What follows belongs to an exercise in optimizing a design on an open flow for small area and a short achievable clock period; a production flow would make more cautious choices.
No functional check of the RTL was part of any run shown here.
Power is estimated from default activity; no workload was simulated.

## flow/design.v (module list and top-level ports; edited modules follow where they fit)
// module ycc_sat: 6 lines
// module ycc_ch0: 654 lines
// module ycc_ch1: 431 lines
// module ycc_ch2: 396 lines
// module ycc_dsel: 6 lines
// module ycc_ha: 4 lines
// module ycc_fa: 4 lines
// module ycbcr_rgb_color_convert: 82 lines
module ycbcr_rgb_color_convert
(
	input  logic                  clk,
	input  logic                  arst_n,
	input  logic                  start,
	output logic                  busy,
	input  logic [COMP_W-1:0]     comp0,
	input  logic [COMP_W-1:0]     comp1,
	input  logic [COMP_W-1:0]     comp2,
	input  logic                  frame_end,
	output logic                  done,
	output logic [COMP_W-1:0]     out0,
	output logic [COMP_W-1:0]     out1,
	output logic [COMP_W-1:0]     out2,
	output logic                  last_pixel,
	input  logic                  cfg_wr_en,
	input  logic [CFG_IDX_W-1:0]  cfg_index,
	input  logic [CFG_DATA_W-1:0] cfg_data
);
  // ...
==> flow/flow/run.sh <==
#!/bin/bash
# Layout flow: the standard ORFS flow (standard.sh, unchanged synthesis), with plain buffers
# (buf_1) instead of the default delay-cell buffers on the input and output ports. Each tool's
# full output is kept: ORFS's per-step logs under orfs/logs/, and make's own output in
# flow_make.log in this folder.
set -euo pipefail
bash standard.sh "BUFFER_PORTS_ARGS=-buffer_cell sky130_fd_sc_hd__buf_1" finish > flow_make.log 2>&1
test -s out/final.def
==> flow/standard.sh <==
#!/bin/bash
# synth_recipe.tcl (not shown) runs the flow's synth.tcl, then flattens the netlist and writes it again
# the make line also repeats each setting of config.mk as NAME=value (left out here)
make -C /OpenROAD-flow-scripts/flow DESIGN_CONFIG=/design/flow/config.mk WORK_HOME=/design/flow/orfs CLKGATE_MAP_FILE= SYNTH_SCRIPT=/design/flow/synth_recipe.tcl "${@:-finish}"
==> flow/config.mk <==
export PLATFORM = sky130hd
export DESIGN_NAME = ycbcr_rgb_color_convert
export DESIGN_NICKNAME = ycbcr_rgb_color_convert
export VERILOG_FILES = /design/flow/design.v
export SDC_FILE = /design/flow/constraint.sdc
export NUM_CORES = 4
export LEC_CHECK = 0
export CAP_MARGIN = 20
export CORE_MARGIN = 2
export CORE_UTILIZATION = 40
export CTS_BUF_LIST = sky130_fd_sc_hd__clkbuf_8
export SETUP_SLACK_MARGIN = 3.6
export SLEW_MARGIN = 20
export SYNTH_HIERARCHICAL = 1
==> flow/constraint.sdc <==
create_clock -name core_clock -period 6.5 [get_ports {clk}]
set_input_delay 1.3000 -clock core_clock [delete_from_list [all_inputs] [get_ports {clk}]]
set_output_delay 1.3000 -clock core_clock [all_outputs]
set_load 0.01 [all_outputs]
==> results.sh, run 1 <==
export IMPL_outcome="timing/DRC/antenna clean"
export IMPL_wl_met2_mm=15.49
export IMPL_dominant_combinational_cell_family_by_area_after_synthesis="adder cells"
export IMPL_net_switching_power_w=0.004079
export IMPL_number_of_instances_in_the_synthesized_netlist=1213
export IMPL_met1_length_mm=14.47
export IMPL_type_of_the_setup_path_with_the_least_slack="reg2reg"
export IMPL_post_synth_most_frequent_cells="fa_1, dfxtp_1, nand2_1"
export IMPL_timing_slew_headroom=0.5172
export IMPL_area_growth_synth_to_final_pct=15.70
export IMPL_design_final_nets=1642
export IMPL_finalCritPeriodShare=0.4993
export IMPL_met3_wirelength_mm=1.719
export IMPL_critical_path_endpoint="u_ch1.c_q$_DFF_P_"
export IMPL_synth_lib_cells_used_distinct=68
export IMPL_well_tap_count=396
export IMPL_slew_violations=0
export IMPL_diodes=0
export IMPL_reg2reg_setup_slack_ns=3.25
export IMPL_path_delay_family="adder cells"
export IMPL_layout_top_registers="u_ch0.r0_q (17), u_ch0.r1_q (17)"
export IMPL_nClkBuffers=17
export IMPL_power_share_clock=0.086
export IMPL_worst_slew_pin_slew_ns=0.7242
export IMPL_yosys_top_cells_area="fa_1, dfxtp_1, ha_1, nand2_1, mux2_2"
export IMPL_use_met2=0.3376
export IMPL_synth_mux_area_fraction=0.05043
export IMPL_drv_max_cap_violation_count=0
export IMPL_synth_async_reset_ratio=0.08861
export IMPL_critPathLaunchType="flip-flop"
export IMPL_p_int_w=0.004762
export IMPL_synth_xor_xnor_area_share=0.02159
export IMPL_r2r_start="u_ch1.u_dsel0.q$_DFF_P_"
export IMPL_cts_hold_buf=0
export IMPL_worst_hold_startpoint="l2$_DFF_P_"
export IMPL_boundaryPins=67
export IMPL_power_group_top="combinational cells"
==> module ycc_ch0, before the edit <==
module ycc_ch0 (
	input  logic       clk,
	input  logic       dir_in,
	input  logic [7:0] x0,
	input  logic [8:0] x1,
	input  logic [8:0] x2,
	output logic [7:0] o
);
	logic [0:0] sel, nsel;
	logic [17:0] r0, r0_q, r1, r1_q, t;
	logic c, c_q;
	logic p0_1;
	logic p0_2;
	logic p0_3;
	logic p0_4;
	logic p0_5;
	logic p0_6;
	logic p0_7;
	logic p0_8;
	logic p0_9;
	logic p0_10;
	logic p0_11;
	logic p0_12;
	logic p0_13;
	logic p0_14;
	logic p0_15;
	logic p0_16;
	logic p0_17;
	logic p0_18;
	logic p0_19;
	logic p0_20;
	logic p0_21;
	logic p0_22;
	logic p0_23;
	logic p0_24;
	logic p0_25;
	logic p0_26;
	logic p0_27;
	logic p0_28;
	logic p0_29;
	logic p0_30;
	logic p0_31;
	logic p0_32;
	logic p0_33;
	logic p0_34;
	logic p0_35;
	logic p0_36;
	logic p0_37;
	logic p0_38;
	logic p0_39;
	logic p0_40;
	logic p0_41;
	logic p0_42;
	logic p0_43;
	logic p0_44;
	logic p0_45;
	logic p0_46;
	logic p0_47;
	logic p0_48;
	logic p0_49;
	logic p0_50;
	logic p0_51;
	logic p0_52;
	logic p0_53;
	logic p0_54;
	logic p0_55;
	logic p0_56;
	logic p0_57;
	logic p0_58;
	logic p0_59;
	logic p0_60;
	logic p0_61;
	logic p0_62;
	logic p0_63;
	logic p0_64;
	logic p0_65;
	logic p0_66;
	logic p0_67;
	logic p0_68;
	logic p0_69;
	logic p0_70;
	logic p0_71;
	logic p0_72;
	logic p0_73;
	logic p0_74;
	logic p0_75;
	logic p0_76;
	logic p0_77;
	logic p0_78;
	logic p0_79;
	logic p0_80;
	logic p0_81;
	logic p0_82;
	logic p0_83;
	logic p0_84;
	logic p0_85;
	logic p0_86;
	logic p0_87;
	logic p0_88;
	logic p0_89;
	logic p0_90;
	logic p0_91;
	logic p0_92;
	logic p0_93;
	logic p0_94;
	logic p0_95;
	logic p0_96;
	logic p0_97;
	logic p0_98;
	logic p0_99;
	logic p0_100;
	logic p0_101;
	logic p0_102;
	logic p0_103;
	logic p0_104;
	logic p0_105;
	logic p0_106;
	logic p0_107;
	logic p0_108;
	logic p0_109;
	logic p0_110;
	logic p0_111;
	logic s0_112;
	logic c0_113;
	logic s0_114;
	logic c0_115;
	logic s0_116;
	logic c0_117;
	logic s0_118;
	logic c0_119;
	logic s0_120;
	logic c0_121;
	logic s0_122;
	logic c0_123;
	logic s0_124;
	logic c0_125;
	logic s0_126;
	logic c0_127;
	logic s0_128;
	logic c0_129;
	logic s0_130;
	logic c0_131;
	logic s0_132;
	logic c0_133;
	logic s0_134;
	logic c0_135;
	logic s0_136;
	logic c0_137;
	logic s0_138;
	logic c0_139;
	logic s0_140;
	logic c0_141;
	logic s0_142;
	logic c0_143;
	logic s0_144;
	logic c0_145;
	logic s0_146;
	logic c0_147;
	logic s0_148;
	logic c0_149;
	logic s0_150;
	logic c0_151;
	logic s0_152;
	logic c0_153;
	logic s0_154;
	logic c0_155;
	logic s0_156;
	logic c0_157;
	logic s0_158;
	logic c0_159;
	logic s0_160;
	logic c0_161;
	logic s0_162;
	logic c0_163;
	logic s0_164;
	logic c0_165;
	logic s0_166;
	logic c0_167;
	logic s0_168;
	logic c0_169;
	logic s0_170;
	logic c0_171;
	logic s0_172;
	logic c0_173;
	logic s0_174;
	logic c0_175;
	logic s0_176;
	logic c0_177;
	logic s0_178;
	logic c0_179;
	logic s0_180;
	logic c0_181;
	logic s0_182;
	logic c0_183;
	logic s0_184;
	logic c0_185;
	logic s0_186;
	logic c0_187;
	logic s0_188;
	logic c0_189;
	logic s0_190;
	logic c0_191;
	logic s0_192;
	logic c0_193;
	logic s0_194;
	logic c0_195;
	logic s0_196;
	logic c0_197;
	logic s0_198;
	logic c0_199;
	logic s0_200;
	logic c0_201;
	logic s0_202;
	logic c0_203;
	logic s0_204;
	logic c0_205;
	logic s0_206;
	logic c0_207;
	logic s0_208;
	logic c0_209;
	logic s0_210;
	logic c0_211;
	logic s0_212;
	logic c0_213;
	logic s0_214;
	logic c0_215;
	logic s0_216;
	logic c0_217;
	logic s0_218;
	logic c0_219;
	logic s0_220;
	logic c0_221;
	logic s0_222;
	logic c0_223;
	logic s0_224;
	logic c0_225;
	logic s0_226;
	logic c0_227;
	logic s0_228;
	logic c0_229;
	logic s0_230;
	logic c0_231;
	logic s0_232;
	logic c0_233;
	logic s0_234;
	logic c0_235;
	logic s0_236;
	logic c0_237;
	logic s0_238;
	logic c0_239;
	logic s0_240;
	logic c0_241;
	logic s0_242;
	logic c0_243;
	logic s0_244;
	logic c0_245;
	logic s0_246;
	logic c0_247;
	logic s0_248;
	logic c0_249;
	logic s0_250;
	logic c0_251;
	logic s0_252;
	logic c0_253;
	logic s0_254;
	logic c0_255;
	logic s0_256;
	logic c0_257;
	logic s0_258;
	logic c0_259;
	logic s0_260;
	logic c0_261;
	logic s0_262;
	logic c0_263;
	logic s0_264;
	logic c0_265;
	logic s0_266;
	logic c0_267;
	logic s0_268;
	logic c0_269;
	logic s0_270;
	logic c0_271;
	logic s0_272;
	logic c0_273;
	logic s0_274;
	logic c0_275;
	logic s0_276;
	logic c0_277;
	logic s0_278;
	logic c0_279;
	logic s0_280;
	logic c0_281;
	logic s0_282;
	logic c0_283;
	logic s0_284;
	logic c0_285;
	logic s0_286;
	logic c0_287;
	logic s0_288;
	logic c0_289;
	logic s0_290;
	logic c0_291;
	logic s0_292;
	logic c0_293;
	logic s0_294;
	logic c0_295;
	logic s0_296;
	logic c0_297;
	logic s0_298;
	logic c0_299;
	logic s0_300;
	logic c0_301;
	logic s0_302;
	logic c0_303;
	logic s0_304;
	logic c0_305;
	logic s0_306;
	logic c0_307;
	logic s0_308;
	logic c0_309;
	logic s0_310;
	logic c0_311;
	logic s0_312;
	logic c0_313;
	logic s0_314;
	logic c0_315;
	logic s0_316;
	logic c0_317;
	logic s0_318;
	logic c0_319;
	logic s0_320;
	logic c0_321;
	logic g0_322;
	logic q0_323;
	logic g0_324;
	logic q0_325;
	logic g0_326;
	logic q0_327;
	logic g0_328;
	logic q0_329;
	logic g0_330;
	logic q0_331;
	logic g0_332;
	logic q0_333;
	logic g0_334;
	logic q0_335;
	logic g0_336;
	logic q0_337;
	logic g0_338;
	logic q0_339;
	logic g0_340;
	logic q0_341;
	logic g0_342;
	logic q0_343;
	logic g0_344;
	logic q0_345;
	logic g0_346;
	logic q0_347;
	logic g0_348;
	logic q0_349;
	logic g0_350;
	logic q0_351;
	ycc_dsel u_dsel0 (.clk(clk), .d(dir_in), .q(sel[0]), .qn(nsel[0]));
	assign p0_1 = sel[0] & ~x1[0];
	assign p0_2 = sel[0] & ~x2[0];
	assign p0_3 = sel[0] ? ~x1[1] : ~x2[0];
	assign p0_4 = sel[0] ? ~x2[1] : 1'b1;
	assign p0_5 = ~x1[0];
	assign p0_6 = sel[0] ? ~x1[2] : ~x2[1];
	assign p0_7 = sel[0] ? ~x2[2] : 1'b1;
	assign p0_8 = ~x1[1];
	assign p0_9 = sel[0] ? ~x1[3] : ~x2[2];
	assign p0_10 = nsel[0] & x2[0];
	assign p0_11 = sel[0] & ~x2[3];
	assign p0_12 = ~x1[2];
	assign p0_13 = sel[0] ? ~x1[4] : ~x2[3];
	assign p0_14 = sel[0] ? ~x2[0] : x2[1];
	assign p0_15 = sel[0] & x1[0];
	assign p0_16 = sel[0] & ~x2[4];
	assign p0_17 = ~x1[3];
	assign p0_18 = sel[0] ? ~x1[5] : ~x2[4];
	assign p0_19 = sel[0] ? ~x2[1] : x2[2];
	assign p0_20 = sel[0] ? x1[1] : ~x2[0];
	assign p0_21 = nsel[0] & x1[0];
	assign p0_22 = sel[0] ? ~x2[5] : 1'b1;
	assign p0_23 = ~x1[4];
	assign p0_24 = sel[0] ? ~x1[6] : ~x2[5];
	assign p0_25 = sel[0] ? ~x2[2] : x2[3];
	assign p0_26 = sel[0] ? x1[2] : ~x2[1];
	assign p0_27 = sel[0] ? x2[0] : x1[1];
	assign p0_28 = sel[0] & ~x2[6];
	assign p0_29 = ~x1[5];
	assign p0_30 = sel[0] ? ~x1[7] : ~x2[6];
	assign p0_31 = sel[0] ? ~x2[3] : x2[4];
	assign p0_32 = sel[0] ? x1[3] : ~x2[2];
	assign p0_33 = sel[0] ? x2[1] : x1[2];
	assign p0_34 = sel[0] & x1[0];
	assign p0_35 = sel[0] & ~x2[7];
	assign p0_36 = ~x1[6];
	assign p0_37 = sel[0] ? x2[0] : x1[0];
	assign p0_38 = sel[0] ? ~x1[8] : ~x2[7];
	assign p0_39 = sel[0] ? ~x2[4] : x2[5];
	assign p0_40 = sel[0] ? x1[4] : ~x2[3];
	assign p0_41 = sel[0] ? x2[2] : x1[3];
	assign p0_42 = sel[0] ? x1[1] : 1'b1;
	assign p0_43 = sel[0] & ~x2[8];
	assign p0_44 = ~x1[7];
	assign p0_45 = sel[0] ? x2[1] : x1[1];
	assign p0_46 = sel[0] ? ~x2[5] : x2[6];
	assign p0_47 = sel[0] ? x1[5] : ~x2[4];
	assign p0_48 = sel[0] ? x2[3] : x1[4];
	assign p0_49 = sel[0] & x1[2];
	assign p0_50 = ~x1[8];
	assign p0_51 = sel[0] ? x2[2] : x1[2];
	assign p0_52 = sel[0] ? ~x2[6] : x2[7];
	assign p0_53 = sel[0] ? x1[6] : ~x2[5];
	assign p0_54 = sel[0] ? x2[4] : x1[5];
	assign p0_55 = sel[0] ? ~x1[0] : 1'b1;
	assign p0_56 = sel[0] & ~x2[0];
	assign p0_57 = sel[0] & x1[3];
	assign p0_58 = sel[0] ? x2[3] : x1[3];
	assign p0_59 = sel[0] & ~x2[7];
	assign p0_60 = sel[0] ? x1[7] : ~x2[6];
	assign p0_61 = sel[0] ? x2[5] : x1[6];
	assign p0_62 = sel[0] ? ~x1[1] : x1[0];
	assign p0_63 = sel[0] ? ~x2[1] : x2[0];
	assign p0_64 = sel[0] & x1[4];
	assign p0_65 = sel[0] ? x2[4] : x1[4];
	assign p0_66 = sel[0] ? ~x2[8] : 1'b1;
	assign p0_67 = sel[0] ? x1[8] : ~x2[7];
	assign p0_68 = sel[0] ? x2[6] : x1[7];
	assign p0_69 = sel[0] ? ~x1[2] : x1[1];
	assign p0_70 = sel[0] ? ~x2[2] : x2[1];
	assign p0_71 = sel[0] & x1[0];
	assign p0_72 = sel[0] & x1[5];
	assign p0_73 = sel[0] ? x2[5] : x1[5];
	assign p0_74 = sel[0] & x2[7];
	assign p0_75 = sel[0] ? ~x1[3] : x1[2];
	assign p0_76 = sel[0] ? ~x2[3] : x2[2];
	assign p0_77 = sel[0] & x1[1];
	assign p0_78 = sel[0] & x1[6];
	assign p0_79 = sel[0] ? x2[6] : x1[6];
	assign p0_80 = sel[0] ? x2[8] : 1'b1;
	assign p0_81 = sel[0] ? ~x1[4] : x1[3];
	assign p0_82 = sel[0] ? ~x2[4] : x2[3];
	assign p0_83 = sel[0] & x1[2];
	assign p0_84 = sel[0] & x1[7];
	assign p0_85 = sel[0] ? x2[7] : x1[7];
	assign p0_86 = sel[0] ? ~x1[5] : x1[4];
	assign p0_87 = sel[0] ? ~x2[5] : x2[4];
	assign p0_88 = sel[0] ? x1[3] : ~x2[0];
	assign p0_89 = sel[0] ? x1[8] : 1'b1;
	assign p0_90 = sel[0] & x2[8];
	assign p0_91 = sel[0] ? ~x1[6] : x1[5];
	assign p0_92 = sel[0] ? ~x2[6] : x2[5];
	assign p0_93 = sel[0] ? x1[4] : ~x2[1];
	assign p0_94 = nsel[0] & ~x1[0];
	assign p0_95 = sel[0] ? ~x1[7] : x1[6];
	assign p0_96 = sel[0] ? ~x2[7] : x2[6];
	assign p0_97 = sel[0] ? x1[5] : ~x2[2];
	assign p0_98 = sel[0] ? 1'b1 : ~x1[1];
	assign p0_99 = sel[0] ? ~x1[8] : x1[7];
	assign p0_100 = sel[0] ? ~x2[8] : x2[7];
	assign p0_101 = sel[0] ? x1[6] : ~x2[3];
	assign p0_102 = sel[0] ? 1'b1 : ~x1[2];
	assign p0_103 = sel[0] ? x1[7] : ~x2[4];
	assign p0_104 = nsel[0] & ~x1[3];
	assign p0_105 = sel[0] ? x1[8] : ~x2[5];
	assign p0_106 = nsel[0] & ~x1[4];
	assign p0_107 = nsel[0] & ~x2[6];
	assign p0_108 = nsel[0] & ~x1[5];
	assign p0_109 = nsel[0] & ~x2[7];
	assign p0_110 = nsel[0] & ~x1[6];
	assign p0_111 = sel[0] ? 1'b1 : ~x1[7];
	ycc_ha u_s0_112 (.a(p0_29), .b(p0_30), .s(s0_112), .co(c0_113));
	ycc_fa u_s0_114 (.a(p0_36), .b(p0_37), .c(p0_38), .s(s0_114), .co(c0_115));
	ycc_ha u_s0_116 (.a(p0_39), .b(p0_40), .s(s0_116), .co(c0_117));
	ycc_fa u_s0_118 (.a(p0_44), .b(sel[0]), .c(p0_45), .s(s0_118), .co(c0_119));
	ycc_ha u_s0_120 (.a(p0_46), .b(p0_47), .s(s0_120), .co(c0_121));
	ycc_fa u_s0_122 (.a(p0_50), .b(p0_51), .c(p0_52), .s(s0_122), .co(c0_123));
	ycc_fa u_s0_124 (.a(p0_53), .b(p0_54), .c(p0_55), .s(s0_124), .co(c0_125));
	ycc_fa u_s0_126 (.a(p0_58), .b(p0_59), .c(p0_60), .s(s0_126), .co(c0_127));
	ycc_ha u_s0_128 (.a(p0_61), .b(p0_62), .s(s0_128), .co(c0_129));
	ycc_fa u_s0_130 (.a(p0_65), .b(p0_66), .c(p0_67), .s(s0_130), .co(c0_131));
	ycc_fa u_s0_132 (.a(p0_68), .b(p0_69), .c(p0_70), .s(s0_132), .co(c0_133));
	ycc_fa u_s0_134 (.a(x2[0]), .b(sel[0]), .c(p0_73), .s(s0_134), .co(c0_135));
	ycc_fa u_s0_136 (.a(p0_74), .b(p0_75), .c(p0_76), .s(s0_136), .co(c0_137));
	ycc_fa u_s0_138 (.a(x2[1]), .b(x1[0]), .c(p0_79), .s(s0_138), .co(c0_139));
	ycc_fa u_s0_140 (.a(p0_80), .b(p0_81), .c(p0_82), .s(s0_140), .co(c0_141));
	ycc_fa u_s0_142 (.a(x2[2]), .b(x1[1]), .c(p0_85), .s(s0_142), .co(c0_143));
	ycc_ha u_s0_144 (.a(p0_86), .b(p0_87), .s(s0_144), .co(c0_145));
	ycc_fa u_s0_146 (.a(x2[3]), .b(x1[2]), .c(x0[0]), .s(s0_146), .co(c0_147));
	ycc_fa u_s0_148 (.a(p0_90), .b(p0_91), .c(p0_92), .s(s0_148), .co(c0_149));
	ycc_fa u_s0_150 (.a(x2[4]), .b(x1[3]), .c(x0[1]), .s(s0_150), .co(c0_151));
	ycc_ha u_s0_152 (.a(p0_95), .b(p0_96), .s(s0_152), .co(c0_153));
	ycc_fa u_s0_154 (.a(x2[5]), .b(x1[4]), .c(x0[2]), .s(s0_154), .co(c0_155));
	ycc_ha u_s0_156 (.a(p0_99), .b(p0_100), .s(s0_156), .co(c0_157));
	ycc_fa u_s0_158 (.a(x2[6]), .b(x1[5]), .c(nsel[0]), .s(s0_158), .co(c0_159));
	ycc_fa u_s0_160 (.a(p0_12), .b(sel[0]), .c(p0_13), .s(s0_160), .co(c0_161));
	ycc_fa u_s0_162 (.a(p0_17), .b(p0_18), .c(p0_19), .s(s0_162), .co(c0_163));
	ycc_ha u_s0_164 (.a(p0_20), .b(p0_21), .s(s0_164), .co(c0_165));
	ycc_fa u_s0_166 (.a(p0_23), .b(p0_24), .c(p0_25), .s(s0_166), .co(c0_167));
	ycc_fa u_s0_168 (.a(p0_26), .b(p0_27), .c(p0_28), .s(s0_168), .co(c0_169));
	ycc_fa u_s0_170 (.a(p0_31), .b(p0_32), .c(p0_33), .s(s0_170), .co(c0_171));
	ycc_fa u_s0_172 (.a(p0_34), .b(p0_35), .c(s0_112), .s(s0_172), .co(c0_173));
	ycc_fa u_s0_174 (.a(p0_41), .b(p0_42), .c(p0_43), .s(s0_174), .co(c0_175));
	ycc_fa u_s0_176 (.a(c0_113), .b(s0_116), .c(s0_114), .s(s0_176), .co(c0_177));
	ycc_fa u_s0_178 (.a(p0_48), .b(p0_49), .c(c0_117), .s(s0_178), .co(c0_179));
	ycc_fa u_s0_180 (.a(s0_120), .b(c0_115), .c(s0_118), .s(s0_180), .co(c0_181));
	ycc_fa u_s0_182 (.a(p0_56), .b(p0_57), .c(c0_121), .s(s0_182), .co(c0_183));
	ycc_fa u_s0_184 (.a(c0_119), .b(s0_122), .c(s0_124), .s(s0_184), .co(c0_185));
	ycc_fa u_s0_186 (.a(p0_63), .b(p0_64), .c(s0_128), .s(s0_186), .co(c0_187));
	ycc_fa u_s0_188 (.a(c0_123), .b(c0_125), .c(s0_126), .s(s0_188), .co(c0_189));
	ycc_fa u_s0_190 (.a(p0_71), .b(p0_72), .c(c0_129), .s(s0_190), .co(c0_191));
	ycc_fa u_s0_192 (.a(c0_127), .b(s0_130), .c(s0_132), .s(s0_192), .co(c0_193));
	ycc_fa u_s0_194 (.a(p0_77), .b(p0_78), .c(c0_131), .s(s0_194), .co(c0_195));
	ycc_fa u_s0_196 (.a(c0_133), .b(s0_134), .c(s0_136), .s(s0_196), .co(c0_197));
	ycc_fa u_s0_198 (.a(p0_83), .b(p0_84), .c(c0_135), .s(s0_198), .co(c0_199));
	ycc_fa u_s0_200 (.a(c0_137), .b(s0_138), .c(s0_140), .s(s0_200), .co(c0_201));
	ycc_fa u_s0_202 (.a(p0_88), .b(p0_89), .c(s0_144), .s(s0_202), .co(c0_203));
	ycc_fa u_s0_204 (.a(c0_139), .b(c0_141), .c(s0_142), .s(s0_204), .co(c0_205));
	ycc_fa u_s0_206 (.a(p0_93), .b(p0_94), .c(c0_145), .s(s0_206), .co(c0_207));
	ycc_fa u_s0_208 (.a(s0_146), .b(c0_143), .c(s0_148), .s(s0_208), .co(c0_209));
	ycc_fa u_s0_210 (.a(p0_97), .b(p0_98), .c(c0_147), .s(s0_210), .co(c0_211));
	ycc_fa u_s0_212 (.a(s0_152), .b(s0_150), .c(c0_149), .s(s0_212), .co(c0_213));
	ycc_fa u_s0_214 (.a(p0_101), .b(p0_102), .c(c0_153), .s(s0_214), .co(c0_215));
	ycc_fa u_s0_216 (.a(c0_151), .b(s0_156), .c(s0_154), .s(s0_216), .co(c0_217));
	ycc_fa u_s0_218 (.a(x0[3]), .b(p0_103), .c(p0_104), .s(s0_218), .co(c0_219));
	ycc_fa u_s0_220 (.a(s0_158), .b(c0_157), .c(c0_155), .s(s0_220), .co(c0_221));
	ycc_fa u_s0_222 (.a(x2[7]), .b(x1[6]), .c(x0[4]), .s(s0_222), .co(c0_223));
	ycc_fa u_s0_224 (.a(c0_159), .b(p0_105), .c(p0_106), .s(s0_224), .co(c0_225));
	ycc_fa u_s0_226 (.a(x2[8]), .b(x1[7]), .c(x0[5]), .s(s0_226), .co(c0_227));
	ycc_ha u_s0_228 (.a(p0_107), .b(p0_108), .s(s0_228), .co(c0_229));
	ycc_fa u_s0_230 (.a(x1[8]), .b(x0[6]), .c(p0_109), .s(s0_230), .co(c0_231));
	ycc_ha u_s0_232 (.a(p0_5), .b(sel[0]), .s(s0_232), .co(c0_233));
	ycc_fa u_s0_234 (.a(p0_8), .b(p0_9), .c(p0_10), .s(s0_234), .co(c0_235));
	ycc_fa u_s0_236 (.a(p0_14), .b(p0_15), .c(p0_16), .s(s0_236), .co(c0_237));
	ycc_fa u_s0_238 (.a(p0_22), .b(s0_164), .c(c0_161), .s(s0_238), .co(c0_239));
	ycc_fa u_s0_240 (.a(c0_165), .b(c0_163), .c(s0_166), .s(s0_240), .co(c0_241));
	ycc_fa u_s0_242 (.a(c0_167), .b(c0_169), .c(s0_170), .s(s0_242), .co(c0_243));
	ycc_fa u_s0_244 (.a(c0_171), .b(s0_174), .c(c0_173), .s(s0_244), .co(c0_245));
	ycc_fa u_s0_246 (.a(c0_175), .b(s0_178), .c(c0_177), .s(s0_246), .co(c0_247));
	ycc_fa u_s0_248 (.a(c0_179), .b(s0_182), .c(c0_181), .s(s0_248), .co(c0_249));
	ycc_fa u_s0_250 (.a(c0_183), .b(s0_186), .c(c0_185), .s(s0_250), .co(c0_251));
	ycc_fa u_s0_252 (.a(s0_190), .b(c0_187), .c(c0_189), .s(s0_252), .co(c0_253));
	ycc_fa u_s0_254 (.a(c0_191), .b(s0_194), .c(c0_193), .s(s0_254), .co(c0_255));
	ycc_fa u_s0_256 (.a(c0_195), .b(s0_198), .c(c0_197), .s(s0_256), .co(c0_257));
	ycc_fa u_s0_258 (.a(s0_202), .b(c0_199), .c(c0_201), .s(s0_258), .co(c0_259));
	ycc_fa u_s0_260 (.a(s0_206), .b(c0_203), .c(c0_205), .s(s0_260), .co(c0_261));
	ycc_fa u_s0_262 (.a(c0_207), .b(s0_210), .c(s0_212), .s(s0_262), .co(c0_263));
	ycc_fa u_s0_264 (.a(c0_211), .b(s0_214), .c(c0_213), .s(s0_264), .co(c0_265));
	ycc_fa u_s0_266 (.a(s0_218), .b(c0_215), .c(s0_220), .s(s0_266), .co(c0_267));
	ycc_fa u_s0_268 (.a(s0_222), .b(c0_219), .c(s0_224), .s(s0_268), .co(c0_269));
	ycc_fa u_s0_270 (.a(c0_223), .b(s0_228), .c(s0_226), .s(s0_270), .co(c0_271));
	ycc_fa u_s0_272 (.a(p0_110), .b(c0_229), .c(c0_227), .s(s0_272), .co(c0_273));
	ycc_ha u_s0_274 (.a(x0[7]), .b(p0_111), .s(s0_274), .co(c0_275));
	ycc_ha u_s0_276 (.a(sel[0]), .b(p0_3), .s(s0_276), .co(c0_277));
	ycc_fa u_s0_278 (.a(s0_232), .b(p0_6), .c(p0_7), .s(s0_278), .co(c0_279));
	ycc_fa u_s0_280 (.a(c0_233), .b(p0_11), .c(s0_234), .s(s0_280), .co(c0_281));
	ycc_fa u_s0_282 (.a(c0_235), .b(s0_160), .c(s0_236), .s(s0_282), .co(c0_283));
	ycc_fa u_s0_284 (.a(c0_237), .b(s0_162), .c(s0_238), .s(s0_284), .co(c0_285));
	ycc_fa u_s0_286 (.a(s0_168), .b(c0_239), .c(s0_240), .s(s0_286), .co(c0_287));
	ycc_fa u_s0_288 (.a(s0_172), .b(c0_241), .c(s0_242), .s(s0_288), .co(c0_289));
	ycc_fa u_s0_290 (.a(c0_243), .b(s0_176), .c(s0_244), .s(s0_290), .co(c0_291));
	ycc_fa u_s0_292 (.a(s0_180), .b(c0_245), .c(s0_246), .s(s0_292), .co(c0_293));
	ycc_fa u_s0_294 (.a(s0_184), .b(c0_247), .c(s0_248), .s(s0_294), .co(c0_295));
	ycc_fa u_s0_296 (.a(s0_188), .b(c0_249), .c(s0_250), .s(s0_296), .co(c0_297));
	ycc_fa u_s0_298 (.a(s0_192), .b(c0_251), .c(s0_252), .s(s0_298), .co(c0_299));
	ycc_fa u_s0_300 (.a(s0_196), .b(c0_253), .c(s0_254), .s(s0_300), .co(c0_301));
	ycc_fa u_s0_302 (.a(s0_200), .b(c0_255), .c(s0_256), .s(s0_302), .co(c0_303));
	ycc_fa u_s0_304 (.a(s0_204), .b(c0_257), .c(s0_258), .s(s0_304), .co(c0_305));
	ycc_fa u_s0_306 (.a(s0_208), .b(c0_259), .c(s0_260), .s(s0_306), .co(c0_307));
	ycc_fa u_s0_308 (.a(c0_209), .b(c0_261), .c(s0_262), .s(s0_308), .co(c0_309));
	ycc_fa u_s0_310 (.a(s0_216), .b(s0_264), .c(c0_263), .s(s0_310), .co(c0_311));
	ycc_fa u_s0_312 (.a(c0_217), .b(s0_266), .c(c0_265), .s(s0_312), .co(c0_313));
	ycc_fa u_s0_314 (.a(c0_221), .b(s0_268), .c(c0_267), .s(s0_314), .co(c0_315));
	ycc_fa u_s0_316 (.a(c0_225), .b(s0_270), .c(c0_269), .s(s0_316), .co(c0_317));
	ycc_fa u_s0_318 (.a(s0_230), .b(s0_272), .c(c0_271), .s(s0_318), .co(c0_319));
	ycc_fa u_s0_320 (.a(s0_274), .b(c0_231), .c(c0_273), .s(s0_320), .co(c0_321));
	assign g0_322 = p0_1 & p0_2;
	assign q0_323 = p0_1 | p0_2;
	assign g0_324 = p0_4 & s0_276;
	assign q0_325 = p0_4 | s0_276;
	assign g0_326 = s0_278 & c0_277;
	assign q0_327 = s0_278 | c0_277;
	assign g0_328 = s0_280 & c0_279;
	assign q0_329 = s0_280 | c0_279;
	assign g0_330 = s0_282 & c0_281;
	assign q0_331 = s0_282 | c0_281;
	assign g0_332 = s0_284 & c0_283;
	assign q0_333 = s0_284 | c0_283;
	assign g0_334 = s0_286 & c0_285;
	assign q0_335 = s0_286 | c0_285;
	assign g0_336 = s0_288 & c0_287;
	assign q0_337 = s0_288 | c0_287;
	assign g0_338 = g0_324 | (q0_325 & g0_322);
	assign q0_339 = q0_325 & q0_323;
	assign g0_340 = g0_326 | (q0_327 & g0_338);
	assign q0_341 = q0_327 & q0_339;
	assign g0_342 = g0_328 | (q0_329 & g0_340);
	assign q0_343 = q0_329 & q0_341;
	assign g0_344 = g0_330 | (q0_331 & g0_342);
	assign q0_345 = q0_331 & q0_343;
	assign g0_346 = g0_332 | (q0_333 & g0_344);
	assign q0_347 = q0_333 & q0_345;
	assign g0_348 = g0_336 | (q0_337 & g0_334);
	assign q0_349 = q0_337 & q0_335;
	assign g0_350 = g0_348 | (q0_349 & g0_346);
	assign q0_351 = q0_349 & q0_347;
	assign r0 = {1'b0, c0_275, s0_320, s0_318, s0_316, s0_314, s0_312, s0_310, s0_308, s0_306, s0_304, s0_302, s0_300, s0_298, s0_296, s0_294, s0_292, s0_290};
	assign r1 = {1'b0, c0_321, c0_319, c0_317, c0_315, c0_313, c0_311, c0_309, c0_307, c0_305, c0_303, c0_301, c0_299, c0_297, c0_295, c0_293, c0_291, c0_289};
	assign c = g0_350;
	always_ff @(posedge clk) begin
		r0_q[0] <= r0[0];
		r0_q[1] <= r0[1];
		r0_q[2] <= r0[2];
		r0_q[3] <= r0[3];
		r0_q[4] <= r0[4];
		r0_q[5] <= r0[5];
		r0_q[6] <= r0[6];
		r0_q[7] <= r0[7];
		r0_q[8] <= r0[8];
		r0_q[9] <= r0[9];
		r0_q[10] <= r0[10];
		r0_q[11] <= r0[11];
		r0_q[12] <= r0[12];
		r0_q[13] <= r0[13];
		r0_q[14] <= r0[14];
		r0_q[15] <= r0[15];
		r0_q[16] <= r0[16];
		r1_q[0] <= r1[0];
		r1_q[1] <= r1[1];
		r1_q[2] <= r1[2];
		r1_q[3] <= r1[3];
		r1_q[4] <= r1[4];
		r1_q[5] <= r1[5];
		r1_q[6] <= r1[6];
		r1_q[7] <= r1[7];
		r1_q[8] <= r1[8];
		r1_q[9] <= r1[9];
		r1_q[10] <= r1[10];
		r1_q[11] <= r1[11];
		r1_q[12] <= r1[12];
		r1_q[13] <= r1[13];
		r1_q[14] <= r1[14];
		r1_q[15] <= r1[15];
		r1_q[16] <= r1[16];
		c_q <= c;
	end
	assign r0_q[17] = 1'b0;
	assign r1_q[17] = 1'b0;
	assign t = {1'b0, r0_q[16], r0_q[15], r0_q[14], r0_q[13], r0_q[12], r0_q[11], r0_q[10], r0_q[9], r0_q[8], r0_q[7], r0_q[6], r0_q[5], r0_q[4], r0_q[3], r0_q[2], r0_q[1], r0_q[0]} + {1'b0, r1_q[16], r1_q[15], r1_q[14], r1_q[13], r1_q[12], r1_q[11], r1_q[10], r1_q[9], r1_q[8], r1_q[7], r1_q[6], r1_q[5], r1_q[4], r1_q[3], r1_q[2], r1_q[1], r1_q[0]} + c_q;
	ycc_sat u_sat (.t(t[17:8]), .y(o));
endmodule
==> run 2: changes to the inputs <==
--- a/flow/design.v
+++ b/flow/design.v
@@ -13,17 +13,17 @@
 	input  logic       clk,
 	input  logic       dir_in,
 	input  logic [7:0] x0,
 	input  logic [8:0] x1,
 	input  logic [8:0] x2,
 	output logic [7:0] o
 );
 	logic [0:0] sel, nsel;
-	logic [17:0] r0, r0_q, r1, r1_q, t;
+	logic [16:0] r0, r0_q, r1, r1_q, t;
 	logic c, c_q;
 	logic p0_1;
 	logic p0_2;
 	logic p0_3;
 	logic p0_4;
 	logic p0_5;
 	logic p0_6;
 	logic p0_7;
@@ -366,16 +366,20 @@
 	logic g0_344;
 	logic q0_345;
 	logic g0_346;
 	logic q0_347;
 	logic g0_348;
 	logic q0_349;
 	logic g0_350;
 	logic q0_351;
+	logic g0_352;
+	logic q0_353;
+	logic g0_354;
+	logic q0_355;
 	ycc_dsel u_dsel0 (.clk(clk), .d(dir_in), .q(sel[0]), .qn(nsel[0]));
 	assign p0_1 = sel[0] & ~x1[0];
 	assign p0_2 = sel[0] & ~x2[0];
 	assign p0_3 = sel[0] ? ~x1[1] : ~x2[0];
 	assign p0_4 = sel[0] ? ~x2[1] : 1'b1;
 	assign p0_5 = ~x1[0];
 	assign p0_6 = sel[0] ? ~x1[2] : ~x2[1];
 	assign p0_7 = sel[0] ? ~x2[2] : 1'b1;
@@ -599,33 +603,37 @@
 	assign g0_330 = s0_282 & c0_281;
 	assign q0_331 = s0_282 | c0_281;
 	assign g0_332 = s0_284 & c0_283;
 	assign q0_333 = s0_284 | c0_283;
 	assign g0_334 = s0_286 & c0_285;
 	assign q0_335 = s0_286 | c0_285;
 	assign g0_336 = s0_288 & c0_287;
 	assign q0_337 = s0_288 | c0_287;
-	assign g0_338 = g0_324 | (q0_325 & g0_322);
-	assign q0_339 = q0_325 & q0_323;
-	assign g0_340 = g0_326 | (q0_327 & g0_338);
-	assign q0_341 = q0_327 & q0_339;
-	assign g0_342 = g0_328 | (q0_329 & g0_340);
-	assign q0_343 = q0_329 & q0_341;
-	assign g0_344 = g0_330 | (q0_331 & g0_342);
-	assign q0_345 = q0_331 & q0_343;
-	assign g0_346 = g0_332 | (q0_333 & g0_344);
-	assign q0_347 = q0_333 & q0_345;
-	assign g0_348 = g0_336 | (q0_337 & g0_334);
-	assign q0_349 = q0_337 & q0_335;
-	assign g0_350 = g0_348 | (q0_349 & g0_346);
-	assign q0_351 = q0_349 & q0_347;
-	assign r0 = {1'b0, c0_275, s0_320, s0_318, s0_316, s0_314, s0_312, s0_310, s0_308, s0_306, s0_304, s0_302, s0_300, s0_298, s0_296, s0_294, s0_292, s0_290};
-	assign r1 = {1'b0, c0_321, c0_319, c0_317, c0_315, c0_313, c0_311, c0_309, c0_307, c0_305, c0_303, c0_301, c0_299, c0_297, c0_295, c0_293, c0_291, c0_289};
-	assign c = g0_350;
+	assign g0_338 = s0_290 & c0_289;
+	assign q0_339 = s0_290 | c0_289;
+	assign g0_340 = g0_324 | (q0_325 & g0_322);
+	assign q0_341 = q0_325 & q0_323;
+	assign g0_342 = g0_326 | (q0_327 & g0_340);
+	assign q0_343 = q0_327 & q0_341;
+	assign g0_344 = g0_328 | (q0_329 & g0_342);
+	assign q0_345 = q0_329 & q0_343;
+	assign g0_346 = g0_330 | (q0_331 & g0_344);
+	assign q0_347 = q0_331 & q0_345;
+	assign g0_348 = g0_332 | (q0_333 & g0_346);
+	assign q0_349 = q0_333 & q0_347;
+	assign g0_350 = g0_336 | (q0_337 & g0_334);
+	assign q0_351 = q0_337 & q0_335;
+	assign g0_352 = g0_350 | (q0_351 & g0_348);
+	assign q0_353 = q0_351 & q0_349;
+	assign g0_354 = g0_338 | (q0_339 & g0_352);
+	assign q0_355 = q0_339 & q0_353;
+	assign r0 = {1'b0, c0_275, s0_320, s0_318, s0_316, s0_314, s0_312, s0_310, s0_308, s0_306, s0_304, s0_302, s0_300, s0_298, s0_296, s0_294, s0_292};
+	assign r1 = {1'b0, c0_321, c0_319, c0_317, c0_315, c0_313, c0_311, c0_309, c0_307, c0_305, c0_303, c0_301, c0_299, c0_297, c0_295, c0_293, c0_291};
+	assign c = g0_354;
 	always_ff @(posedge clk) begin
 		r0_q[0] <= r0[0];
 		r0_q[1] <= r0[1];
 		r0_q[2] <= r0[2];
 		r0_q[3] <= r0[3];
 		r0_q[4] <= r0[4];
 		r0_q[5] <= r0[5];
 		r0_q[6] <= r0[6];
@@ -633,51 +641,49 @@
 		r0_q[8] <= r0[8];
 		r0_q[9] <= r0[9];
 		r0_q[10] <= r0[10];
 		r0_q[11] <= r0[11];
 		r0_q[12] <= r0[12];
 		r0_q[13] <= r0[13];
 		r0_q[14] <= r0[14];
 		r0_q[15] <= r0[15];
-		r0_q[16] <= r0[16];
 		r1_q[0] <= r1[0];
 		r1_q[1] <= r1[1];
 		r1_q[2] <= r1[2];
 		r1_q[3] <= r1[3];
 		r1_q[4] <= r1[4];
 		r1_q[5] <= r1[5];
 		r1_q[6] <= r1[6];
 		r1_q[7] <= r1[7];
 		r1_q[8] <= r1[8];
 		r1_q[9] <= r1[9];
 		r1_q[10] <= r1[10];
 		r1_q[11] <= r1[11];
 		r1_q[12] <= r1[12];
 		r1_q[13] <= r1[13];
 		r1_q[14] <= r1[14];
 		r1_q[15] <= r1[15];
-		r1_q[16] <= r1[16];
 		c_q <= c;
 	end
-	assign r0_q[17] = 1'b0;
-	assign r1_q[17] = 1'b0;
-	assign t = {1'b0, r0_q[16], r0_q[15], r0_q[14], r0_q[13], r0_q[12], r0_q[11], r0_q[10], r0_q[9], r0_q[8], r0_q[7], r0_q[6], r0_q[5], r0_q[4], r0_q[3], r0_q[2], r0_q[1], r0_q[0]} + {1'b0, r1_q[16], r1_q[15], r1_q[14], r1_q[13], r1_q[12], r1_q[11], r1_q[10], r1_q[9], r1_q[8], r1_q[7], r1_q[6], r1_q[5], r1_q[4], r1_q[3], r1_q[2], r1_q[1], r1_q[0]} + c_q;
-	ycc_sat u_sat (.t(t[17:8]), .y(o));
+	assign r0_q[16] = 1'b0;
+	assign r1_q[16] = 1'b0;
+	assign t = {1'b0, r0_q[15], r0_q[14], r0_q[13], r0_q[12], r0_q[11], r0_q[10], r0_q[9], r0_q[8], r0_q[7], r0_q[6], r0_q[5], r0_q[4], r0_q[3], r0_q[2], r0_q[1], r0_q[0]} + {1'b0, r1_q[15], r1_q[14], r1_q[13], r1_q[12], r1_q[11], r1_q[10], r1_q[9], r1_q[8], r1_q[7], r1_q[6], r1_q[5], r1_q[4], r1_q[3], r1_q[2], r1_q[1], r1_q[0]} + c_q;
+	ycc_sat u_sat (.t(t[16:7]), .y(o));
 endmodule
 module ycc_ch1 (
 	input  logic       clk,
 	input  logic       dir_in,
 	input  logic [7:0] x0,
 	input  logic [8:0] x1,
 	input  logic [8:0] x2,
 	output logic [7:0] o
 );
 	logic [0:0] sel, nsel;
-	logic [10:0] r0, r0_q, r1, r1_q, t;
+	logic [9:0] r0, r0_q, r1, r1_q, t;
 	logic c, c_q;
 	logic p1_1;
 	logic p1_2;
 	logic p1_3;
 	logic p1_4;
 	logic p1_5;
 	logic p1_6;
 	logic p1_7;
@@ -889,16 +895,20 @@
 	logic g1_213;
 	logic q1_214;
 	logic g1_215;
 	logic q1_216;
 	logic g1_217;
 	logic q1_218;
 	logic g1_219;
 	logic q1_220;
+	logic g1_221;
+	logic q1_222;
+	logic g1_223;
+	logic q1_224;
 	ycc_dsel u_dsel0 (.clk(clk), .d(dir_in), .q(sel[0]), .qn(nsel[0]));
 	assign p1_1 = nsel[0] & x1[0];
 	assign p1_2 = sel[0] ? x1[0] : x1[1];
 	assign p1_3 = sel[0] ? x1[1] : x1[2];
 	assign p1_4 = nsel[0] & ~x1[0];
 	assign p1_5 = sel[0] ? x1[2] : x1[3];
 	assign p1_6 = sel[0] ? ~x1[0] : ~x1[1];
 	assign p1_7 = sel[0] ? x1[3] : x1[4];
@@ -1036,68 +1046,70 @@
 	assign g1_191 = s1_151 & c1_150;
 	assign q1_192 = s1_151 | c1_150;
 	assign g1_193 = s1_153 & c1_152;
 	assign q1_194 = s1_153 | c1_152;
 	assign g1_195 = s1_155 & c1_154;
 	assign q1_196 = s1_155 | c1_154;
 	assign g1_197 = s1_157 & c1_156;
 	assign q1_198 = s1_157 | c1_156;
-	assign g1_199 = 1'b0 | (p1_2 & 1'b0);
-	assign q1_200 = p1_2 & p1_1;
-	assign g1_201 = g1_179 | (q1_180 & g1_199);
-	assign q1_202 = q1_180 & q1_200;
-	assign g1_203 = g1_183 | (q1_184 & g1_181);
-	assign q1_204 = q1_184 & q1_182;
-	assign g1_205 = g1_203 | (q1_204 & g1_201);
-	assign q1_206 = q1_204 & q1_202;
-	assign g1_207 = g1_187 | (q1_188 & g1_185);
-	assign q1_208 = q1_188 & q1_186;
-	assign g1_209 = g1_191 | (q1_192 & g1_189);
-	assign q1_210 = q1_192 & q1_190;
-	assign g1_211 = g1_207 | (q1_208 & g1_205);
-	assign q1_212 = q1_208 & q1_206;
-	assign g1_213 = g1_193 | (q1_194 & g1_209);
-	assign q1_214 = q1_194 & q1_210;
-	assign g1_215 = g1_213 | (q1_214 & g1_211);
-	assign q1_216 = q1_214 & q1_212;
-	assign g1_217 = g1_197 | (q1_198 & g1_195);
-	assign q1_218 = q1_198 & q1_196;
-	assign g1_219 = g1_217 | (q1_218 & g1_215);
-	assign q1_220 = q1_218 & q1_216;
-	assign r0 = {nsel[0], s1_177, s1_175, s1_173, s1_171, s1_169, s1_167, s1_165, s1_163, s1_161, s1_159};
-	assign r1 = {c1_178, c1_176, c1_174, c1_172, c1_170, c1_168, c1_166, c1_164, c1_162, c1_160, c1_158};
-	assign c = g1_219;
+	assign g1_199 = s1_159 & c1_158;
+	assign q1_200 = s1_159 | c1_158;
+	assign g1_201 = 1'b0 | (p1_2 & 1'b0);
+	assign q1_202 = p1_2 & p1_1;
+	assign g1_203 = g1_179 | (q1_180 & g1_201);
+	assign q1_204 = q1_180 & q1_202;
+	assign g1_205 = g1_183 | (q1_184 & g1_181);
+	assign q1_206 = q1_184 & q1_182;
+	assign g1_207 = g1_205 | (q1_206 & g1_203);
+	assign q1_208 = q1_206 & q1_204;
+	assign g1_209 = g1_187 | (q1_188 & g1_185);
+	assign q1_210 = q1_188 & q1_186;
+	assign g1_211 = g1_191 | (q1_192 & g1_189);
+	assign q1_212 = q1_192 & q1_190;
+	assign g1_213 = g1_209 | (q1_210 & g1_207);
+	assign q1_214 = q1_210 & q1_208;
+	assign g1_215 = g1_193 | (q1_194 & g1_211);
+	assign q1_216 = q1_194 & q1_212;
+	assign g1_217 = g1_215 | (q1_216 & g1_213);
+	assign q1_218 = q1_216 & q1_214;
+	assign g1_219 = g1_197 | (q1_198 & g1_195);
+	assign q1_220 = q1_198 & q1_196;
+	assign g1_221 = g1_219 | (q1_220 & g1_217);
+	assign q1_222 = q1_220 & q1_218;
+	assign g1_223 = g1_199 | (q1_200 & g1_221);
+	assign q1_224 = q1_200 & q1_222;
+	assign r0 = {nsel[0], s1_177, s1_175, s1_173, s1_171, s1_169, s1_167, s1_165, s1_163, s1_161};
+	assign r1 = {c1_178, c1_176, c1_174, c1_172, c1_170, c1_168, c1_166, c1_164, c1_162, c1_160};
+	assign c = g1_223;
 	always_ff @(posedge clk) begin
 		r0_q[0] <= r0[0];
 		r0_q[1] <= r0[1];
 		r0_q[2] <= r0[2];
 		r0_q[3] <= r0[3];
 		r0_q[4] <= r0[4];
 		r0_q[5] <= r0[5];
 		r0_q[6] <= r0[6];
 		r0_q[7] <= r0[7];
 		r0_q[8] <= r0[8];
 		r0_q[9] <= r0[9];
-		r0_q[10] <= r0[10];
 		r1_q[0] <= r1[0];
 		r1_q[1] <= r1[1];
 		r1_q[2] <= r1[2];
 		r1_q[3] <= r1[3];
 		r1_q[4] <= r1[4];
 		r1_q[5] <= r1[5];
 		r1_q[6] <= r1[6];
 		r1_q[7] <= r1[7];
 		r1_q[8] <= r1[8];
 		r1_q[9] <= r1[9];
-		r1_q[10] <= r1[10];
 		c_q <= c;
 	end
-	assign t = {r0_q[10], r0_q[9], r0_q[8], r0_q[7], r0_q[6], r0_q[5], r0_q[4], r0_q[3], r0_q[2], r0_q[1], r0_q[0]} + {r1_q[10], r1_q[9], r1_q[8], r1_q[7], r1_q[6], r1_q[5], r1_q[4], r1_q[3], r1_q[2], r1_q[1], r1_q[0]} + c_q;
-	ycc_sat u_sat (.t(t[10:1]), .y(o));
+	assign t = {r0_q[9], r0_q[8], r0_q[7], r0_q[6], r0_q[5], r0_q[4], r0_q[3], r0_q[2], r0_q[1], r0_q[0]} + {r1_q[9], r1_q[8], r1_q[7], r1_q[6], r1_q[5], r1_q[4], r1_q[3], r1_q[2], r1_q[1], r1_q[0]} + c_q;
+	ycc_sat u_sat (.t(t[9:0]), .y(o));
 endmodule
 module ycc_ch2 (
 	input  logic       clk,
 	input  logic       dir_in,
 	input  logic [7:0] x0,
 	input  logic [8:0] x1,
 	input  logic [8:0] x2,
 	output logic [7:0] o
==> run 2 against run 1 <==
Against the previous run:
- still clean
- total power barely moved
- core utilization barely moved
- global-route usage rose by 0.064 points
- sequential cell count fell by 4
- cell count fell by 0.46%
- sequential share of layout area fell by 0.51 points
- worst setup slack improved by 0.20 ns
- final area fell by 0.25%
- clock-buffer cell count did not move
- critical path type unchanged
- critical endpoint is now u_ch0.r0_q[4]$_DFF_P_
- highest routed layer unchanged
==> results.sh, run 2 <==
export IMPL_footprint_of_the_multi_input_gates_mm2=0.009170
export IMPL_worst_hold_startpoint="l1$_DFF_P_"
export IMPL_ctsHtreeMaxLevel=4
export IMPL_worst_hold_slack_ns=0.3331
export IMPL_yosys_top_cells_area="fa_1, dfxtp_1, ha_1, nand2_1, mux2_2"
export IMPL_core_area_mm2=0.03067
export IMPL_synth_largest_area_cell="fa_1"
export IMPL_die_w_um=180.7
export IMPL_cp_slowest_cell="fa_2"
export IMPL_firstDrtPassIters=5
export IMPL_comb_power_share=0.723
export IMPL_critPathLaunchType="flip-flop"
export IMPL_synthFlopType="dfxtp_1"
export IMPL_p_int_w=0.004707
export IMPL_crit_buf_inv=2
export IMPL_area_growth_synth_to_final_pct=16.30
export IMPL_viasPerCell=5.339
export IMPL_drv_max_cap_violation_count=0
export IMPL_net_switching_power_w=0.004139
export IMPL_setup_repair_after_global_routing_missed_its_margin="true"
export IMPL_path_clk_slew_ns=0.10
export IMPL_seq_power_share=0.190
export IMPL_power_density_mw_per_mm2=609.3
export IMPL_grt_overflow_total=0
export IMPL_synth_net_count=1524
export IMPL_boundaryPins=67
export IMPL_maxClockFrequency_mhz=328.8
export IMPL_vias_after_detailed_routing=9220
export IMPL_synth_top_area_frac=0.2823
export IMPL_worst_slew_pin_slew_ns=0.7525
export IMPL_outcome="timing/DRC/antenna clean"
export IMPL_synth_lib_cells_used_distinct=69
export IMPL_place_gp_congestion=0.9303
export IMPL_routed_wire_length_per_instance_um=18.81
export IMPL_worst_ep_required_time_ns=6.87
export IMPL_cts_tree="built"
export IMPL_finClkSkew_ns=0.01611
export IMPL_global_route_wire_length_before_repair_mm=51.81
export IMPL_hold_path_class="reg2reg"
export IMPL_mostFrequentLayoutCell="fa_1"
export IMPL_number_of_global_route_vias_before_repair=9593
export IMPL_synth_ff_latch_count=154
export IMPL_timing_slew_headroom=0.4977
export IMPL_fillerInstances=2843
export IMPL_path_delay_family="adder cells"
export IMPL_grt_use_total=0.2043
export IMPL_diodes=0
export IMPL_layout_cells_most_common_list="fa_1, dfxtp_1, nand2_1"
export IMPL_switching_share=0.4679
export IMPL_drive_gt1_frac=0.1923
export IMPL_drcViolationCount=0
export IMPL_die_height_um=180.7
export IMPL_sequence_of_cells_on_the_critical_path="buf_8, buf_12, o21ai_0, fa_1, fa_1, fa_2, fa_2"
export IMPL_synthesis_area_per_instance_um2=10.32
export IMPL_numCtsBuffers=17
export IMPL_worstHoldEndpoint="l2$_DFF_P_"
export IMPL_total_leakage_power_nw=6.330
export IMPL_slew_violations=0
export IMPL_combined_area_of_all_synthesized_cells_mm2=0.01248
export IMPL_floorplan_initialDensity=0.4070
export IMPL_synth_async_reset_ratio=0.09091
export IMPL_ir_drop_v=0.0002105
export IMPL_cp_data_arrival_time_ns=3.41
export IMPL_tns_ns=0
export IMPL_hold_path_cell_count=0
export IMPL_cp_slowest_stage_delay_ns=0.54
export IMPL_clock_tree_root_buffer_cell="clkbuf_8"
export IMPL_worst_reg_to_reg_cells=7
export IMPL_grt_antenna_before_repair=0
export IMPL_finalCritPeriodShare=0.4679
export IMPL_post_synth_most_frequent_cells="fa_1, dfxtp_1, nand2_1"
export IMPL_worst_path_max_fanout=12
export IMPL_full_die_area_mm2=0.03263
export IMPL_element_type_at_the_critical_path_end="flip-flop"
export IMPL_dr_first_iter_drc_count=686
export IMPL_setup_viol=0
export IMPL_type_of_the_setup_path_with_the_least_slack="reg2reg"
export IMPL_clkLatencyLatePin_ns=0.49
export IMPL_synth_enable_flop_cells=0
export IMPL_yosys_warnings=13
export IMPL_grt_start_max_net_pins=40
export IMPL_layout_top_registers="u_ch0.r0_q (16), u_ch0.r1_q (16)"
export IMPL_final_hold_viol_count=0
export IMPL_num_rows=64
export IMPL_ys_seq_area_frac=0.2526
export IMPL_clock_sinks=154
export IMPL_sequential_area_mm2=0.003219
export IMPL_reg2reg_setup_slack_ns=3.46
export IMPL_most_instantiated_library_cell_after_synthesis="fa_1"
export IMPL_number_of_instances_in_the_synthesized_netlist=1210
export IMPL_wl_mm=32.48
export IMPL_post_dp_hpwl_mm=23.86
export IMPL_drt_antenna_violating_nets=0
export IMPL_io_buffers=65
export IMPL_power_share_clock=0.087
export IMPL_design_final_nets=1632
export IMPL_clockBufferDepth=2
export IMPL_cts_hold_buf=0
export IMPL_regToRegEndpoint="u_ch0.r0_q[4]$_DFF_P_"
export IMPL_r2r_start="u_ch0.u_dsel0.q$_DFF_P_"
export IMPL_final_min_clock_period_ns=3.042
[run 2: power by group through the flow]
stage               clock network, W  logic (W)  registers [W]
floorplan                          0    0.00463        0.00166
global placement                   0    0.00589        0.00176
detailed placement                 0    0.00595        0.00177
CTS                         0.000789    0.00627        0.00168
global route                0.000829    0.00722        0.00172
finish                      0.000766    0.00640        0.00168
[run 2: worst max path at each step]
stage | startpoint | endpoint | slack [ns] | cells past startpoint
2_1_floorplan | u_ch1.u_dsel0.q$_DFF_P_ | u_ch1.c_q$_DFF_P_ | 3.42 | 12
3_5_place_dp | u_ch2.u_dsel0.q$_DFF_P_ | u_ch2.c_q$_DFF_P_ | 2.83 | 9
3_3_place_gp | u_ch2.u_dsel0.q$_DFF_P_ | u_ch2.c_q$_DFF_P_ | 2.99 | 9
5_1_grt | u_ch2.u_dsel0.q$_DFF_P_ | u_ch2.c_q$_DFF_P_ | 3.43 | 10
6_report | u_ch0.u_dsel0.q$_DFF_P_ | u_ch0.r0_q[4]$_DFF_P_ | 3.46 | 7
4_1_cts | x2_1[7]$_DFF_P_ | u_ch2.c_q$_DFF_P_ | 3.53 | 10
[run 2: kinds of logic after synthesis]
family,share of synthesized area
flip-flops,0.2526
buffers and inverters,0.04110
multiplexers,0.04822
other,0.0003004
AND/OR/NAND/NOR,0.1118
adder cells (fa/ha/maj),0.3831
AO/OA/AOI/OAI,0.1418
XOR/XNOR,0.02105
[run 2: layout make-up]
class | count | area share
well taps | 396 | 0.03413
multi-input cells | 934 | 0.6317
clock inverters | 15 | 0.01224
clock buffers | 17 | 0.01612
repair buffers | 124 | 0.05904
repair inverters | 1 | 0.0006033
flip-flops and latches | 154 | 0.2218
inverters | 86 | 0.02439
[run 2: timing repair]
| item | CTS | global route |
|---|---|---|
| endpoints found under the setup margin | 26 | 37 |
| hold endpoints to repair | 0 | 0 |
| gates resized for setup | 88 | 39 |
| gates cloned | 1 | 2 |
| buffers inserted | 44 | 10 |
| pin swaps | 18 | 11 |
[run 2: Yosys stat by module, one instance, submodules excluded]
module	cell area [um2]	copies in the design
ycc_fa	20.02	169
ycc_ch2	1419	1
ycc_ch0	1923	1
ycbcr_rgb_color_convert	3363	1
ycc_sat	82.58	3
ycc_ch1	1602	1
ycc_ha	12.51	33
ycc_dsel	43.79	3
[run 2: metrics by stage]
| step | total power, W | area [um2] | util | std cells | setup slack, ns |
|---|---|---|---|---|---|
| 6_report | 0.008845 | 14520 | 0.4733 | 1727 | 3.458 |
| 5_1_grt | 0.009772 | 14520 | 0.4733 | 1727 | 3.426 |
| 4_1_cts | 0.008740 | 14240 | 0.4644 | 1715 | 3.530 |
| 3_5_place_dp | 0.007715 | 13190 | 0.4299 | 1638 | 2.834 |
| 3_3_place_gp | 0.007649 | 13190 | 0.4299 | 1638 | 2.991 |
| 2_1_floorplan | 0.006297 | 12700 | - | 1210 | 3.424 |
[run 2: metal layers]
metal | track usage | vias up | wire length (um)
met5 | 0 | - | 0
met1 | 0.2765 | 4475 | 14540
met4 | 0.06613 | 0 | 813
met2 | 0.3294 | 345 | 15080
li1 | - | 4333 | -
met3 | 0.03981 | 67 | 2051

re-timing with driven ports:
The results above use ideal ports. As a check the final layouts listed here were re-extracted and re-timed, cells and wires unchanged. Step 1 sets driving cells, clkbuf_16 on the clock port and buf_2 on the other inputs (assumed; they add their load-dependent delay and slew). Step 2 times the ports against the registers' clock, not the clock port: input delays grow and output delays shrink by t, the midpoint of the rising clock arrivals with the driver on. a / b / c = no drivers / after step 1 / after step 2; a / b = the first two.
run | t (ns) | slack for setup (ns) | worst setup path at the end | clock arrival spread, ns | worst data-port slew with drivers (ns)
run 1 | 0.502 | 3.255 / 3.255 / 3.155 | input to register | 0.015 / 0.015 | 0.06
run 2 | 0.524 | 3.458 / 3.458 / 3.193 | input to register | 0.018 / 0.019 | 0.05
After both steps every run listed still meets setup and hold. The setup slack of run 2, which loses most, moves by 0.000 ns with the drivers and by -0.265 ns with both steps.
